What follows belongs to an exercise in optimizing a design on an open flow for small area, a short achievable clock period and few clock cycles; a production flow would make more cautious choices. No functional check of the RTL was part of any run shown here.

`design/flow/run.sh`:
```
#!/bin/bash
# synth_recipe.tcl (not shown) runs the flow's synth.tcl, then flattens the netlist and writes it again
# the make line also repeats each setting of config.mk as NAME=value (left out here)
make -C /OpenROAD-flow-scripts/flow DESIGN_CONFIG=/design/flow/config.mk WORK_HOME=/design/flow/orfs CLKGATE_MAP_FILE= SYNTH_SCRIPT=/design/flow/synth_recipe.tcl finish
```
`design/flow/config.mk`:
```
export PLATFORM = sky130hd
export DESIGN_NAME = bicubic_column
export DESIGN_NICKNAME = bicubic_column
export VERILOG_FILES = /design/flow/design.v
export SDC_FILE = /design/flow/constraint.sdc
export NUM_CORES = 4
export LEC_CHECK = 0
export ABC_CLOCK_PERIOD_IN_PS = 3500
export CAP_MARGIN = 20
export CORE_MARGIN = 2
export CORE_UTILIZATION = 40
export SETUP_SLACK_MARGIN = 5.0
export SLEW_MARGIN = 20
```
`design/flow/constraint.sdc`:
```
create_clock -name core_clock -period 11.0 [get_ports {CLK}]
set_input_delay 2.2000 -clock core_clock [delete_from_list [all_inputs] [get_ports {CLK}]]
set_output_delay 2.2000 -clock core_clock [all_outputs]
set_load 0.01 [all_outputs]
```
`design/flow/design.v`:
```
`default_nettype none
package scaler_pkg;
    localparam int IMG_W      = 100;
    localparam int ROW_W      = 7;    
    localparam int ADDR_W     = 14;
    localparam int TABLE_ROW  = 101;  
    localparam int RESULT_COL = 1;
    localparam int CREDITS    = 2;    
    localparam int DIV_CYCLES = 8;    
    localparam int SPAN_W     = 6;    
    typedef enum logic [1:0] {
        REQ_TABLE = 2'd0,
        REQ_WB    = 2'd1,
        REQ_FETCH = 2'd2
    } sram_req_t;
endpackage
`default_nettype wire
`default_nettype none
package cubic_pkg;
    localparam int PIX_W  = 8;
    localparam int FRAC_W = 8;    
    typedef logic [PIX_W-1:0]  pixel_t;
    typedef logic [FRAC_W-1:0] frac_t;
    localparam int COEF_W      = 12;   
    localparam int ACC_W       = 36;   
    localparam int ROUND_SHIFT = 25;   
endpackage
`default_nettype wire
`timescale 1ns/1ps
`default_nettype none
module frac_divider (
    input  wire       CLK,
    input  wire       load_i,
    input  wire [5:0] ld_x_i,
    input  wire [5:0] ld_d_i,
    input  wire [5:0] d_i,
    input  wire       step_i,
    output logic [7:0] quot_o,
    output logic [5:0] rem_o
);
    logic [7:0] t1, t2;    
    logic [5:0] r1;
    assign t1 = {1'b0, rem_o, 1'b0} - {2'b0, d_i};
    assign r1 = t1[7] ? {rem_o[4:0], 1'b0} : t1[5:0];
    assign t2 = {1'b0, r1, 1'b0} - {2'b0, d_i};
    always_ff @(posedge CLK) begin
        if (load_i) begin
            rem_o  <= (ld_x_i == ld_d_i) ? 6'd0 : ld_x_i;
            quot_o <= '0;
        end else if (step_i) begin
            rem_o  <= t2[7] ? {r1[4:0], 1'b0} : t2[5:0];
            quot_o <= {quot_o[5:0], !t1[7], !t2[7]};
        end
    end
endmodule
`default_nettype wire
`timescale 1ns/1ps
`default_nettype none
module cubic_engine (
    input  wire        CLK,
    input  wire        first_i,
    input  wire [7:0]  p0_i,
    input  wire [7:0]  p1_i,
    input  wire [7:0]  p2_i,
    input  wire [7:0]  p3_i,
    input  wire [7:0]  f_i,       
    output logic [7:0] res_o
);
    logic signed [11:0] a_q, b_q;
    logic signed [9:0]  c_q, c2_q;
    logic [7:0]         d_q, d2_q, d3_q, d4_q;
    logic [3:0]         nib, nd1_q, nd2_q, nd3_q, nd4_q;
    logic signed [4:0]  nv, n1, n2;      
    logic signed [16:0] pv_q;            
    logic signed [19:0] h1_q, v_add, v_out;
    logic signed [23:0] p1_q;            
    logic signed [26:0] h2_q, u1_add, u1_out;
    logic signed [31:0] p2_q;            
    logic signed [34:0] u2_add, u2_out;
    logic signed [9:0]  rnd;
    assign nib = first_i ? f_i[7:4] : f_i[3:0];
    assign nv  = {1'b0, nib};
    assign n1  = {1'b0, nd2_q};
    assign n2  = {1'b0, nd4_q};
    assign v_add  = first_i ? (20'(b_q) <<< 4) : (20'(pv_q) <<< 4);
    assign v_out  = a_q * nv + v_add;
    assign u1_add = first_i ? (27'(c2_q) <<< 12) : (27'(p1_q) <<< 4);
    assign u1_out = h1_q * n1 + u1_add;
    assign u2_add = first_i ? 35'({d4_q, 1'b1, 20'd0}) : (35'(p2_q) <<< 4);
    assign u2_out = h2_q * n2 + u2_add;
    assign rnd    = u2_out[34:25];
    always_ff @(posedge CLK) begin
        a_q  <= 12'(p3_i) - 12'(p0_i) + 12'sd3 * (12'(p1_i) - 12'(p2_i));
        b_q  <= 12'(p0_i) * 12'sd2 - 12'(p1_i) * 12'sd5 + 12'(p2_i) * 12'sd4 - 12'(p3_i);
        c_q  <= 10'(p2_i) - 10'(p0_i);
        d_q  <= p1_i;
        c2_q <= c_q;
        d2_q <= d_q;
        d3_q <= d2_q;
        d4_q <= d3_q;
        nd1_q <= nib;
        nd2_q <= nd1_q;
        nd3_q <= nd2_q;
        nd4_q <= nd3_q;
        pv_q <= v_out[16:0];
        p1_q <= u1_out[23:0];
        p2_q <= u2_out[31:0];
        if (!first_i) begin
            h1_q <= v_out;
            h2_q <= u1_out;
        end
        if (rnd[9])      res_o <= 8'd0;
        else if (rnd[8]) res_o <= 8'hff;
        else             res_o <= rnd[7:0];
    end
endmodule
`default_nettype wire
`timescale 1ns/1ps
`default_nettype none
import scaler_pkg::*;
import cubic_pkg::*;
module bicubic_column (
    input  wire                           CLK,
    input  wire                           RST,
    input  wire [scaler_pkg::ROW_W-1:0]   v0_i,
    input  wire [scaler_pkg::ROW_W-1:0]   h0_i,
    input  wire [scaler_pkg::SPAN_W-1:0]  sh_i,
    input  wire [scaler_pkg::SPAN_W-1:0]  th_i,
    output logic [scaler_pkg::ADDR_W-1:0] rom_addr_o,
    input  wire cubic_pkg::pixel_t        rom_data_i,
    output logic                          sram_cen_o,
    output logic                          sram_wen_o,
    output logic [scaler_pkg::ADDR_W-1:0] sram_addr_o,
    output cubic_pkg::pixel_t             sram_wdata_o,
    input  wire cubic_pkg::pixel_t        sram_rdata_i,
    output logic                          done_o
);
    logic        w0;               
    logic [5:0]  dd_q;             
    logic [5:0]  sm1_q;            
    logic        w0_q;
    logic [7:0]  q_tab, q_row;     
    logic [5:0]  r_tab, r_row;     
    logic [2:0]  cnt_q;            
    logic        div_ok;
    logic        r0w_q;            
    logic [13:0] addr_q;           
    logic        rv_q;             
    logic [7:0]  win [4];          
    logic        fetch;
    logic        ph_q;             
    logic        issue;
    logic [5:0]  ji_q;             
    logic        all_in_q;
    logic [5:0]  r_q;              
    logic [7:0]  f_q;              
    logic [5:0]  g_q;              
    logic [7:0]  rs, gs;           
    logic [6:0]  sv_q;             
    logic        wv_q;
    logic [5:0]  jw_q;             
    logic [7:0]  res;
    logic [5:0]  k_q;
    logic [7:0]  t_q;
    logic [5:0]  ta_q;
    logic        tab_done_q;
    logic [7:0]  ts;
    logic        tw;
    assign w0 = (sh_i == th_i);
    always_ff @(posedge CLK) begin
        if (RST) begin
            dd_q  <= th_i - 6'd1;
            sm1_q <= sh_i - 6'd1;
            w0_q  <= w0;
        end
    end
    frac_divider u_div_tab (
        .CLK(CLK), .load_i(RST), .ld_x_i(6'd1), .ld_d_i(th_i - 6'd1), .d_i(dd_q),
        .step_i(!div_ok), .quot_o(q_tab), .rem_o(r_tab)
    );
    frac_divider u_div_row (
        .CLK(CLK), .load_i(RST), .ld_x_i(sh_i - 6'd1), .ld_d_i(th_i - 6'd1), .d_i(dd_q),
        .step_i(!div_ok), .quot_o(q_row), .rem_o(r_row)
    );
    assign div_ok = cnt_q >= 3'd4;
    always_ff @(posedge CLK) begin
        if (RST)                cnt_q <= '0;
        else if (cnt_q != 3'd7) cnt_q <= cnt_q + 3'd1;
    end
    assign issue = ph_q && !all_in_q;
    assign rs    = {2'b0, r_q} + {2'b0, sm1_q} - {2'b0, dd_q};
    assign gs    = {2'b0, g_q} + {2'b0, r_row} - {2'b0, dd_q};
    always_ff @(posedge CLK) begin
        if (RST) begin
            ph_q     <= 1'b0;
            ji_q     <= 6'd1;
            all_in_q <= 1'b0;
            r_q      <= w0 ? 6'd0 : sh_i - 6'd1;
        end else begin
            ph_q <= (cnt_q == 3'd5) || (cnt_q >= 3'd6 && !ph_q);
            if (issue) begin
                ji_q     <= ji_q + 6'd1;
                all_in_q <= (ji_q == dd_q);
                r_q      <= rs[7] ? 6'(rs + {2'b0, dd_q}) : rs[5:0];
            end
        end
    end
    always_ff @(posedge CLK) begin
        if (cnt_q == 3'd4) begin
            f_q <= q_row;
            g_q <= r_row;
        end else if (sv_q[1]) begin
            f_q <= f_q + q_row + {7'd0, !gs[7]};
            g_q <= gs[7] ? 6'(gs + {2'b0, dd_q}) : gs[5:0];
        end
    end
    assign fetch      = (cnt_q >= 3'd1 && cnt_q <= 3'd4) || (issue && !rs[7] && ji_q != dd_q);
    assign rom_addr_o = addr_q;
    always_ff @(posedge CLK) begin
        if (RST) begin
            addr_q <= {v0_i, h0_i};
            rv_q   <= 1'b0;
        end else begin
            rv_q <= fetch;
            if (cnt_q == 3'd0) addr_q <= 14'(addr_q[13:7]) * 14'd100 + 14'(addr_q[6:0])
                                         - (w0_q ? 14'd0 : 14'd100);
            else if (fetch)    addr_q <= addr_q + 14'd100;
        end
        if (rv_q) begin
            win[0] <= win[1];
            win[1] <= win[2];
            win[2] <= win[3];
            win[3] <= rom_data_i;
        end
    end
    always_ff @(posedge CLK) begin
        if (RST) sv_q <= '0;
        else     sv_q <= {sv_q[5:0], issue};
    end
    assign wv_q = sv_q[6];
    cubic_engine u_eng (
        .CLK(CLK), .first_i(!ph_q),
        .p0_i(win[0]), .p1_i(win[1]), .p2_i(win[2]), .p3_i(win[3]), .f_i(f_q),
        .res_o(res)
    );
    assign tw = !tab_done_q && div_ok && !wv_q && !r0w_q;
    assign ts = {2'b0, ta_q} + {2'b0, r_tab} - {2'b0, dd_q};
    always_ff @(posedge CLK) begin
        if (RST) begin
            k_q        <= '0;
            t_q        <= '0;
            ta_q       <= '0;
            tab_done_q <= 1'b0;
        end else if (tw) begin
            k_q        <= k_q + 6'd1;
            t_q        <= t_q + q_tab + {7'd0, !ts[7]};
            ta_q       <= ts[7] ? 6'(ts + {2'b0, dd_q}) : ts[5:0];
            tab_done_q <= (k_q + 6'd1 == dd_q);
        end
    end
    assign sram_cen_o   = !(wv_q || r0w_q || tw);
    assign sram_wen_o   = sram_cen_o;
    assign sram_addr_o  = wv_q ? {1'b0, jw_q, 7'd1} : r0w_q ? 14'd1 : {7'd101, 1'b0, k_q};
    assign sram_wdata_o = wv_q ? res : r0w_q ? (w0_q ? win[0] : win[1]) : t_q;
    always_ff @(posedge CLK) begin
        r0w_q <= !RST && (cnt_q == 3'd5);
        if (RST) begin
            jw_q   <= 6'd1;
            done_o <= 1'b0;
        end else if (wv_q) begin
            jw_q <= jw_q + 6'd1;
            if (jw_q == dd_q) done_o <= 1'b1;
        end
    end
endmodule
`default_nettype wire
```
==> results by group, run 1 <==
Status
  • Status: no timing/DRC/antenna violations

STA
  • Sum of negative setup slack: 0 ns
  • Worst-Margin Slew: 0.909 ns
  • Slew HR: 0.393
  • Fmax: 177 MHz
  • Final hold vios: 0
  • Slew Viols, Final: 0
  • Final hold slack: 0.318 ns
  • Final worst-path cycle share: 0.513
  • Min Tclk post-route: 5.65 ns
  • Setup-failing EPs final: 0
  • Clock skew: 0.0287 ns
  • RSZ-0062 raised after global routing: false

Logic synthesis
  • Mapped Area: 30400 µm²
  • Syn Inst Count: 3194
  • YS warnings: 5
  • Post-synthesis register bit count: 370
  • Register area share after synthesis: 0.289
  • Asr flop ratio synth: 0
  • Synth Net Count: 3839
  • Distinct cells, synth: 74
  • Top_reg_cell synth: dfxtp_1
  • Syn avg cell area: 9.53 µm²
  • Post-synth EDFFs: 138

Placement
  • I/O Buffers: 73
  • Routability congestion estimate from global placement: 0.841
  • Placement Cell Area: 32200 µm²
  • DP HPWL: 49.8 mm

Floorplanning
  • Vert. Die Dim: 280 µm
  • Io pins: 83
  • Core Box Area: 75600 µm²
  • Initial Util: 0.403
  • Chip Width: 280 µm
  • DIE AREA: 78300 µm²
  • Row cnt: 101

Critical path
  • CP Data Arrival Time: 6.09 ns
  • Critical path class: reg -> reg
  • Data required, critical path: 11.45 ns
  • CP Launch Type: flop
  • Setup crit end kind: flop
  • Crit-path max FO: 27

Route
  • WL/cell: 14.9 µm
  • Iteration count of the initial detailed-routing pass: 5
  • Post-Route WL: 63.7 mm
  • DRT iter0 DRCs: 841
  • DRC errors left: 0
  • Routed vias/inst: 4.82
  • Via Count: 20600
  • Remaining antenna violation count after routing: 0

CTS
  • CTS tree: built
  • CTS Hold Bufs: 0
  • Root buffer cell: clkbuf_16
  • TritonCTS Sinks: 370
  • Clock buffers created by TritonCTS: 48
  • H-tree lvl count: 2
  • Reg clk slew, reported paths: 0.06 ns
  • Maximum clock insertion buffer count: 3
  • Clock Latency Late Sink: 0.60 ns

Cells and area
  • Share of cells above drive strength 1: 0.0394
  • Nets: 3905
  • Commonest non-fill, non-tap cell in the layout: inv_1
  • Most frequent cells in the layout: inv_1, ha_1, fa_1
  • Area Overhead vs Synth: 11.5%
  • Post-route cell area: 33900 µm²

Global route
  • Pin count of the biggest net entering global routing: 68
  • Global-route wire length before repair: 107 mm
  • Initial antenna violation count: 1
  • Vias in the first global route: 21300
  • Gr ovfl total: 0
  • Total GRT Usage: 0.167

Run
  • Maxcap violations: 0

Min path
  • Hold Path Class: reg -> reg
[synth_stat cells (9+ instances only)]
library cell  count  share of area
mux2i_1          68          0.022
ha_1            345           0.14
nor2b_1          60          0.012
o21bai_1         30         0.0074
o21ai_0          81          0.013
nand2b_1         31         0.0064
xnor2_1         143          0.041
dfxtp_1         232           0.15
and2_1          207          0.043
o21ai_1          24         0.0039
mux2_2           12         0.0044
a31oi_1           9         0.0019
nand3_1          28         0.0046
o21a_1           19         0.0047
xor2_1           75          0.022
and3_1           10         0.0021
o22ai_1          12         0.0025
nor3_1           33         0.0054
o211ai_1          9         0.0022
edfxtp_1        138           0.14
nand2_1         193          0.024
inv_1           588          0.073
nand4_1          10         0.0021
a21o_1           52          0.013
a21oi_1         180          0.030
fa_1            256           0.17
a211oi_1         20         0.0049
nor2_1          162          0.020
clkbuf_1         61         0.0075
or3_1            13         0.0027
[state kept, by name, indices dropped and copies added, names as in the netlist, 7 cells and up]
| name | flops |
|---|---|
| u_eng.h2_q | 27 |
| u_eng.pv_q | 16 |
| f_q | 8 |
| u_eng.b_q | 12 |
| u_eng.res_o | 8 |
| t_q | 8 |
| u_eng.d3_q | 8 |
| u_eng.p1_q | 23 |
| u_eng.c2_q | 9 |
| sv_q | 7 |
| addr_q | 14 |
| u_eng.a_q | 12 |
| u_eng.p2_q | 31 |
| u_eng.d_q | 8 |
| u_div_tab.quot_o | 8 |
| u_div_row.quot_o | 8 |
| u_eng.c_q | 9 |
| u_eng.d4_q | 8 |
| u_eng.d2_q | 8 |
| u_eng.h1_q | 20 |
| win | 32 |
[worst max-delay path: stages, from the launching register on]
cell      delay [ns]
dfxtp_1         0.91
and2_1          0.25
fa_1            0.41
inv_1           0.09
fa_1            0.41
fa_1            0.49
inv_1           0.06
fa_1            0.43
a211oi_1        0.38
o211ai_1        0.23
nand2_1         0.17
o221ai_1        0.24
o31a_1          0.40
a221oi_2        0.36
o21ai_1         0.16
xnor2_2         0.35
a31oi_1         0.13
[cells by family (layout without fill, tap and decap cells)]
family | count (synthesis) | count (layout) | synth area share
DFF | 370 | 370 | 0.289
other | 1 | 3 | 0.000123
adders and majority gates | 601 | 601 | 0.310
xor gates and xnor gates | 220 | 220 | 0.0640
buffers and inverters | 660 | 766 | 0.0817
AOI/OAI and AO/OA | 491 | 491 | 0.100
muxes | 81 | 81 | 0.0272
and+or+nand+nor | 770 | 770 | 0.127
[metal layers]
layer  track usage  vias to the layer above  share of wire
met2         0.281                      258           0.46
met5             0                        -        0.00017
li1              -                    10500              -
met1         0.226                     9842           0.48
met4        0.0380                        2          0.017
met3        0.0233                       60          0.037
[stage by stage]
| stage | utilization | cells | setup WS [ns] |
|---|---|---|---|
| 2_1_floorplan | - | 3194 | 5.02 |
| 3_3_place_gp | 0.426 | 4187 | 5.13 |
| 3_5_place_dp | 0.426 | 4187 | 5.16 |
| 4_1_cts | 0.449 | 4277 | 5.13 |
| 5_1_grt | 0.449 | 4278 | 5.03 |
| 6_report | 0.449 | 4280 | 5.35 |
[area by class of cell]
class / count / area, µm²
Multi-Input combinational cell: 2164 / 19200
Tap cell: 978 / 1220
Sequential cell: 370 / 8790
Clock buffer: 56 / 1280
Inverter: 588 / 2210
Antenna cell: 2 / 5.00
Clock inverter: 34 / 400
Fill cell: 7287 / 41600
Timing Repair Buffer: 88 / 857
[timing repair]
item | CTS | global route
setup buffers | 0 | 1
resized for setup | 0 | 2
setup endpoints to repair | 0 | 13
endpoints found under the hold margin | 0 | 0
[final timing paths]
path	startpoint	endpoint	slack, ns	depth (start not counted)
worst min register to register	u_eng.nd3_q[3]	u_eng.nd4_q[3]	0.32	0
worst min-delay path	u_eng.nd3_q[3]	u_eng.nd4_q[3]	0.32	0
worst max register to register	u_eng.nd4_q[1]	u_eng.res_o[6]	5.35	16
worst max-delay path	u_eng.nd4_q[1]	u_eng.res_o[6]	5.35	16
==> run 2: changes to the inputs <==
--- a/design/flow/config.mk
+++ b/design/flow/config.mk
@@ -5,7 +5,7 @@
 export SDC_FILE = /design/flow/constraint.sdc
 export NUM_CORES = 4
 export LEC_CHECK = 0
-export ABC_CLOCK_PERIOD_IN_PS = 3500
+export ABC_CLOCK_PERIOD_IN_PS = 2500
 export CAP_MARGIN = 20
 export CORE_MARGIN = 2
 export CORE_UTILIZATION = 40
==> results by group, run 2 <==
STA
  • RSZ-0062 raised after global routing: false
  • Min Tclk post-route: 5.65 ns (unchanged)
  • Final hold slack: 0.318 ns (unchanged)
  • Final worst-path cycle share: 0.513 (unchanged)
  • Final hold vios: 0 (unchanged)
  • Slew Viols, Final: 0 (unchanged)
  • Setup-failing EPs final: 0 (unchanged)
  • Clock skew: 0.0287 ns (unchanged)
  • Sum of negative setup slack: 0 ns (unchanged)
  • Worst-Margin Slew: 0.909 ns (unchanged)
  • Fmax: 177 MHz (unchanged)
  • Slew HR: 0.393 (unchanged)

CTS
  • Reg clk slew, reported paths: 0.06 ns (about the same)
  • CTS tree: built
  • Clock Latency Late Sink: 0.60 ns (about the same)
  • Clock buffers created by TritonCTS: 48 (unchanged)
  • H-tree lvl count: 2 (unchanged)
  • Root buffer cell: clkbuf_16
  • TritonCTS Sinks: 370 (unchanged)
  • Maximum clock insertion buffer count: 3 (unchanged)

Floorplanning
  • Initial Util: 0.403 (unchanged)
  • Core Box Area: 75600 µm² (unchanged)
  • DIE AREA: 78300 µm² (unchanged)
  • Row cnt: 101 (unchanged)
  • Io pins: 83 (unchanged)
  • Vert. Die Dim: 280 µm (unchanged)
  • Chip Width: 280 µm (unchanged)

Logic synthesis
  • Mapped Area: 30400 µm² (unchanged)
  • Compound-gate portion of the synthesized area: 0.100 (unchanged)
  • Distinct cells, synth: 74 (unchanged)
  • Register area share after synthesis: 0.289 (unchanged)
  • Syn avg cell area: 9.53 µm² (unchanged)
  • Synth Area in XOR/XNOR: 0.0640 (unchanged)
  • Synth Net Count: 3839 (unchanged)
  • Asr flop ratio synth: 0 (unchanged)
  • YS warnings: 5 (unchanged)
  • Simple logic cell fraction of the synthesized area: 0.127 (unchanged)
  • Largest family of logic cells by synthesized area: adder cells
  • Post-synth EDFFs: 138 (unchanged)
  • Post-synthesis register bit count: 370 (unchanged)
  • Yosys top cell area share: 0.168 (unchanged)
  • Post-synthesis adder-cell area fraction: 0.310 (unchanged)
  • Top_reg_cell synth: dfxtp_1
  • Syn Inst Count: 3194 (unchanged)
  • Top cells by count, synth: inv_1, ha_1, fa_1
  • Area leader, netlist: fa_1
  • Most frequent cell after synthesis: inv_1
  • Mux share of post-synthesis cell area: 0.0272 (unchanged)
  • Top post-synthesis cells by area: fa_1, dfxtp_1, ha_1

Critical path
  • Slowest cell delay on critical path: 0.91 ns (about the same)
  • Depth of the most critical reg-to-reg path: 16 (unchanged)
  • Critical path class: reg -> reg
  • Data required, critical path: 11.45 ns (about the same)
  • Crit-path cells: and2_1 -> fa_1 -> inv_1 -> fa_1 -> fa_1 -> inv_1 -> fa_1 -> a211oi_1 -> o211ai_1 -> nand2_1 -> o221ai_1 -> o31a_1 -> a221oi_2 -> o21ai_1 -> xnor2_2 -> a31oi_1
  • CP Buf/Inv Count: 2 (unchanged)
  • Worst reg2reg endpoint: u_eng.res_o[6]
  • Slowest CP cell: dfxtp_1
  • RR Startpoint: u_eng.nd4_q[1]
  • Setup crit end kind: flop
  • CP Launch Type: flop
  • R2R setup slack: 5.35 ns (about the same)
  • CP Data Arrival Time: 6.09 ns (about the same)
  • Most frequent CP cell: fa_1
  • Top Family by Delay on Critical Path: compound AO/OA/AOI/OAI gates
  • Crit-path max FO: 27 (unchanged)

Cells and area
  • Fillers: 7287 (unchanged)
  • Post-route cell area: 33900 µm² (unchanged)
  • Area Overhead vs Synth: 11.5% (unchanged)
  • Largest register by flop count: win
  • Share of cells above drive strength 1: 0.0394 (unchanged)
  • Utilization after layout: 0.449 (unchanged)
  • Most frequent cells in the layout: inv_1, ha_1, fa_1
  • Footprint of the multi-input gates: 19200 µm² (unchanged)
  • Max FFs per register: 32 (unchanged)
  • Register area: 8790 µm² (unchanged)
  • Largest registers: win (32), u_eng.p2_q (31), u_eng.h2_q (27)
  • Nets: 3905 (unchanged)
  • Commonest non-fill, non-tap cell in the layout: inv_1
  • Finished Layout Cells: 4280 (unchanged)

Global route
  • Grt met2 use: 0.281 (unchanged)
  • GR Util met3: 0.0233 (unchanged)
  • Initial antenna violation count: 1 (unchanged)
  • Pin count of the biggest net entering global routing: 68 (unchanged)
  • Global-route wire length before repair: 107 mm (unchanged)
  • Gr busiest metal: met2
  • Gr ovfl total: 0 (unchanged)
  • Vias in the first global route: 21300 (unchanged)
  • Global Route met1 Usage: 0.226 (unchanged)
  • Total GRT Usage: 0.167 (unchanged)

Route
  • Routed vias/inst: 4.82 (unchanged)
  • DRC errors left: 0 (unchanged)
  • Post-Route WL: 63.7 mm (unchanged)
  • Via Count: 20600 (unchanged)
  • Remaining antenna violation count after routing: 0 (unchanged)
  • WL/cell: 14.9 µm (unchanged)
  • DRT iter0 DRCs: 841 (unchanged)
  • Iteration count of the initial detailed-routing pass: 5 (unchanged)

Min path
  • Hold path depth: 0 (unchanged)
  • Worst Hold Path EP: u_eng.nd4_q[3]
  • Hold path start: u_eng.nd3_q[3]
  • Hold Path Class: reg -> reg

Placement
  • Routability congestion estimate from global placement: 0.841 (unchanged)
  • I/O Buffers: 73 (unchanged)
  • Inst Count DP: 4187 (unchanged)
  • Placement Cell Area: 32200 µm² (unchanged)
  • DP HPWL: 49.8 mm (unchanged)

Run
  • Maxcap violations: 0 (unchanged)

Status
  • Status: no timing/DRC/antenna violations
run 2: cell counts in the layout (fill, tap and decap cells not counted):
Identical to the previous run, type by type.
run 2: worst register-to-register path: cells and delay by family, from the launching register on:
kind	cells	cell delay (ns)
adders and majority gates	4	1.74
DFF	1	0.91
buffers and inverters	2	0.15
xor gates and xnor gates	1	0.35
and+or+nand+nor	2	0.43
AOI/OAI and AO/OA	7	1.90
run 2: per-stage QoR:
| stage | worst slack (ns) |
|---|---|
| 4_1_cts | 5.13 |
| 3_5_place_dp | 5.16 |
| 6_report | 5.35 |
| 3_3_place_gp | 5.13 |
| 2_1_floorplan | 5.02 |
| 5_1_grt | 5.03 |
run 2: final cells by class:
class / instances / share of cell area
Antenna cell: 2 / 0.000148
Timing Repair Buffer: 88 / 0.0253
Inverter: 588 / 0.0651
Clock inverter: 34 / 0.0118
Multi-Input combinational cell: 2164 / 0.565
Sequential cell: 370 / 0.259
Clock buffer: 56 / 0.0378
Tap cell: 978 / 0.0361
run 2: worst max path at each step:
stage                    from              to  slack [ns]  cells after the start
2_1_floorplan            ph_q  u_eng.h2_q[26]        5.02                     20
3_3_place_gp             ph_q  u_eng.h2_q[26]        5.13                     17
3_5_place_dp             ph_q  u_eng.h2_q[26]        5.16                     17
4_1_cts                  ph_q  u_eng.h2_q[26]        5.13                     17
5_1_grt        u_eng.nd4_q[1]  u_eng.res_o[7]        5.03                     16
6_report       u_eng.nd4_q[1]  u_eng.res_o[6]        5.35                     16
run 2: timing repair:
action / in CTS / in global routing
hold buffers: 0 / 0
endpoints found under the setup margin: 0 / 13
resized for setup: 0 / 2
buffers inserted: 0 / 1
run 2: layer usage:
layer  wire [µm]  part of all wire
met5          11           0.00017
met4        1070             0.017
met3        2370             0.037
met2       29500              0.46
met1       30700              0.48
run 2: kinds of logic (layout without fill, tap and decap cells):
| logic type | Yosys count | count (layout) |
|---|---|---|
| DFF | 370 | 370 |
| buffers and inverters | 660 | 766 |
| adders and majority gates | 601 | 601 |
| other | 1 | 3 |
| xor gates and xnor gates | 220 | 220 |
| and+or+nand+nor | 770 | 770 |
| muxes | 81 | 81 |
| AOI/OAI and AO/OA | 491 | 491 |
==> run 3: changes to the inputs <==
==> design/flow/flow/run.sh (new file) <==
#!/bin/bash
set -euo pipefail
export SETUP_SLACK_MARGIN=${MARGIN:-7.0}
bash standard.sh > standard.log 2>&1
==> design/flow/standard.sh (new file) <==
#!/bin/bash
# synth_recipe.tcl (not shown) runs the flow's synth.tcl, then flattens the netlist and writes it again
# the make line also repeats each setting of config.mk as NAME=value (left out here)
make -C /OpenROAD-flow-scripts/flow DESIGN_CONFIG=/design/flow/config.mk WORK_HOME=/design/flow/orfs CLKGATE_MAP_FILE= SYNTH_SCRIPT=/design/flow/synth_recipe.tcl "${@:-finish}"
==> design/flow/config.mk (replaced) <==
export PLATFORM = sky130hd
export DESIGN_NAME = bicubic_column
export DESIGN_NICKNAME = bicubic_column
export VERILOG_FILES = /design/flow/design.v
export SDC_FILE = /design/flow/constraint.sdc
export NUM_CORES = 4
export LEC_CHECK = 0
export ABC_CLOCK_PERIOD_IN_PS = 3500
export CAP_MARGIN = 20
export CORE_MARGIN = 2
export CORE_UTILIZATION = 40
export SLEW_MARGIN = 20
removed: design/flow/run.sh
==> results by group, run 3 <==
Status
  • Status: no timing/DRC/antenna violations

Route
  • WL/cell: 15.9 µm (+6.6%)
  • Via Count: 22000 (+6.7%)
  • Remaining antenna violation count after routing: 0 (unchanged)
  • Iteration count of the initial detailed-routing pass: 6 (+1)
  • DRC errors left: 0 (unchanged)
  • Post-Route WL: 71.7 mm (+13%)
  • DRT iter0 DRCs: 831 (-1.2%)
  • Routed vias/inst: 4.87 (+1.0%)

Logic synthesis
  • Syn Inst Count: 3194 (unchanged)
  • Syn avg cell area: 9.53 µm² (unchanged)
  • YS warnings: 5 (unchanged)
  • Top cells by count, synth: inv_1, ha_1, fa_1
  • Area leader, netlist: fa_1
  • Post-synthesis register bit count: 370 (unchanged)
  • Mapped Area: 30400 µm² (unchanged)
  • Distinct cells, synth: 74 (unchanged)
  • Yosys top cell area share: 0.168 (unchanged)
  • Top_reg_cell synth: dfxtp_1
  • Register area share after synthesis: 0.289 (unchanged)
  • Asr flop ratio synth: 0 (unchanged)
  • Synth Net Count: 3839 (unchanged)
  • Post-synth EDFFs: 138 (unchanged)
  • Most frequent cell after synthesis: inv_1
  • Top post-synthesis cells by area: fa_1, dfxtp_1, ha_1

Cells and area
  • # diodes: 0 (-2)
  • Area Overhead vs Synth: 26.5%
  • Share of cells above drive strength 1: 0.217 (+0.177)
  • Most frequent cells in the layout: inv_1, ha_1, fa_1
  • Post-route cell area: 38500 µm² (+13%)
  • Commonest non-fill, non-tap cell in the layout: inv_1
  • Largest register by flop count: win
  • Max FFs per register: 32 (unchanged)
  • Nets: 4150 (+6.3%)
  • Largest registers: win (32), u_eng.p2_q (31), u_eng.h2_q (27)

Critical path
  • R2R setup slack: 6.04 ns (+0.69 ns)
  • Depth of the most critical reg-to-reg path: 20 (+4)
  • Critical path class: reg -> reg
  • CP Launch Type: flop
  • CP Buf/Inv Count: 7 (+5)
  • Crit-path cells: buf_4 -> buf_12 -> buf_16 -> mux2i_1 -> fa_1 -> inv_1 -> fa_1 -> inv_1 -> fa_1 -> inv_1 -> ha_1 -> a21o_1 -> a21o_1 -> a21oi_2 -> a21oi_1 -> a221oi_4 -> o21ai_2 -> xnor2_2 -> buf_6 -> a31oi_1
  • Slowest cell delay on critical path: 0.55 ns (-0.36 ns)
  • Worst reg2reg endpoint: u_eng.res_o[6]
  • Setup crit end kind: flop
  • Data required, critical path: 11.50 ns (+0.05 ns)
  • CP Data Arrival Time: 5.46 ns (-0.63 ns)
  • Slowest CP cell: fa_1
  • Crit-path max FO: 8 (-70%)
  • RR Startpoint: ph_q
  • Top Family by Delay on Critical Path: adder cells

STA
  • Slew Viols, Final: 0 (unchanged)
  • Clock skew: 0.0321 ns (+0.00340 ns)
  • Fmax: 202 MHz (+14%)
  • RSZ-0062 raised after global routing: true
  • Final worst-path cycle share: 0.451 (-0.0626)
  • Final hold vios: 0 (unchanged)
  • Setup-failing EPs final: 0 (unchanged)
  • Worst-Margin Slew: 0.830 ns (-0.0793 ns)
  • Min Tclk post-route: 4.96 ns (-0.689 ns)
  • Post-route setup slack: 6.04 ns (+0.689 ns)
  • Sum of negative setup slack: 0 ns (unchanged)
  • Final hold slack: 0.306 ns (-0.0125 ns)
  • Slew HR: 0.447 (+0.0537)

Placement
  • Worst slack, placed: 5.12 ns (-0.0422 ns)
  • Placement Cell Area: 32800 µm² (+2.0%)
  • Routability congestion estimate from global placement: 0.836 (-0.56%)
  • DP HPWL: 50.6 mm (+1.6%)
  • I/O Buffers: 73 (unchanged)

Min path
  • Hold path depth: 0 (unchanged)
  • Worst Hold Path EP: u_eng.d3_q[0]
  • Hold Path Class: reg -> reg
  • Hold path start: u_eng.d2_q[0]

Floorplanning
  • Chip Width: 280 µm (unchanged)
  • Row cnt: 101 (unchanged)
  • DIE AREA: 78300 µm² (unchanged)
  • Initial Util: 0.403 (unchanged)
  • Io pins: 83 (unchanged)
  • Vert. Die Dim: 280 µm (unchanged)
  • Core Box Area: 75600 µm² (unchanged)

Global route
  • Global-route wire length before repair: 114 mm (+6.5%)
  • Total GRT Usage: 0.181 (+0.0144)
  • Pin count of the biggest net entering global routing: 72 (+5.9%)
  • Gr ovfl total: 0 (unchanged)
  • Initial antenna violation count: 3 (+2)
  • Vias in the first global route: 22300 (+4.7%)

CTS
  • Clock Latency Late Sink: 0.60 ns (about the same)
  • Root buffer cell: clkbuf_16
  • H-tree lvl count: 2 (unchanged)
  • Maximum clock insertion buffer count: 3 (unchanged)
  • TritonCTS Sinks: 370 (unchanged)
  • CTS tree: built
  • Reg clk slew, reported paths: 0.06 ns (about the same)
  • Clock buffers created by TritonCTS: 44 (-8.3%)
  • CTS Hold Bufs: 0 (unchanged)

Run
  • Maxcap violations: 0 (unchanged)
==> run 3: cell counts after synthesis <==
Identical to the previous run, type by type.
==> run 3: area by class of cell <==
class | count | area, µm²
Inverter | 588 | 2240
Tap cell | 978 | 1220
Clock inverter | 24 | 256
Clock buffer | 58 | 1320
Timing Repair Buffer | 337 | 3220
Multi-Input combinational cell | 2164 | 21400
Sequential cell | 370 | 8810
Fill cell | 6824 | 37100
==> run 3: cells by family after synthesis <==
family | after synthesis | synth area share
other | 1 | 0.000123
AO/OA/AOI/OAI | 491 | 0.100
buffers and inverters | 660 | 0.0817
XOR/XNOR | 220 | 0.0640
multiplexers | 81 | 0.0272
flip-flops | 370 | 0.289
adder cells (fa/ha/maj) | 601 | 0.310
AND/OR/NAND/NOR | 770 | 0.127
==> run 3: how the worst max path moves through the flow <==
| stage | startpoint | to | slack (ns) | depth (start not counted) |
|---|---|---|---|---|
| 6_report | ph_q | u_eng.res_o[6] | 6.04 | 20 |
| 3_3_place_gp | ph_q | u_eng.res_o[6] | 5.12 | 17 |
| 4_1_cts | ph_q | u_eng.h2_q[26] | 6.10 | 20 |
| 5_1_grt | ph_q | u_eng.res_o[2] | 5.90 | 20 |
| 2_1_floorplan | ph_q | u_eng.h2_q[26] | 5.97 | 20 |
| 3_5_place_dp | ph_q | u_eng.res_o[2] | 5.12 | 17 |
==> run 3: stage by stage <==
| step | std cells | util |
|---|---|---|
| 4_1_cts | 4434 | 0.488 |
| 6_report | 4519 | 0.509 |
| 2_1_floorplan | 3194 | - |
| 3_5_place_dp | 4189 | 0.435 |
| 5_1_grt | 4519 | 0.509 |
| 3_3_place_gp | 4189 | 0.435 |
==> run 3: what timing repair did <==
action                     CTS  global route
setup endpoints to repair  171           135
resized for setup          311           224
gates cloned                 7             1
buffers inserted           156            84
pin swaps                  164           148
==> run 3: routing by layer <==
metal | routed length [µm] | track usage | vias up
met5 | 40 | 0 | -
met4 | 1280 | 0.0446 | 6
met3 | 2570 | 0.0291 | 81
met2 | 35100 | 0.313 | 265
met1 | 32700 | 0.236 | 10700
li1 | - | - | 11000

==> separate check: timing with driven ports <==
How much do the figures lean on ideal ports? The routed layouts below were timed once more, with nothing changed but the port constraints.
Step 1 assumes that a clkbuf_16 drives the clock port and a buf_2 every other input.
Step 2, shift: input delay + t, output delay - t, t = (earliest + latest rising clock arrival at the registers) / 2. This alone moves slack from input paths to output paths.
a / b / c = no drivers / after step 1 / after step 2; a / b = the first two.
run	t, ns	slack for setup (ns)	hold slack, ns
run 1	0.643	5.354 / 5.354 / 5.354	0.318 / 0.318 / 0.318
run 2	0.643	5.354 / 5.354 / 5.354	0.318 / 0.318 / 0.318
run 3	0.653	6.042 / 6.042 / 6.042	0.306 / 0.306 / 0.306
After both steps setup and hold are still met in every run listed.
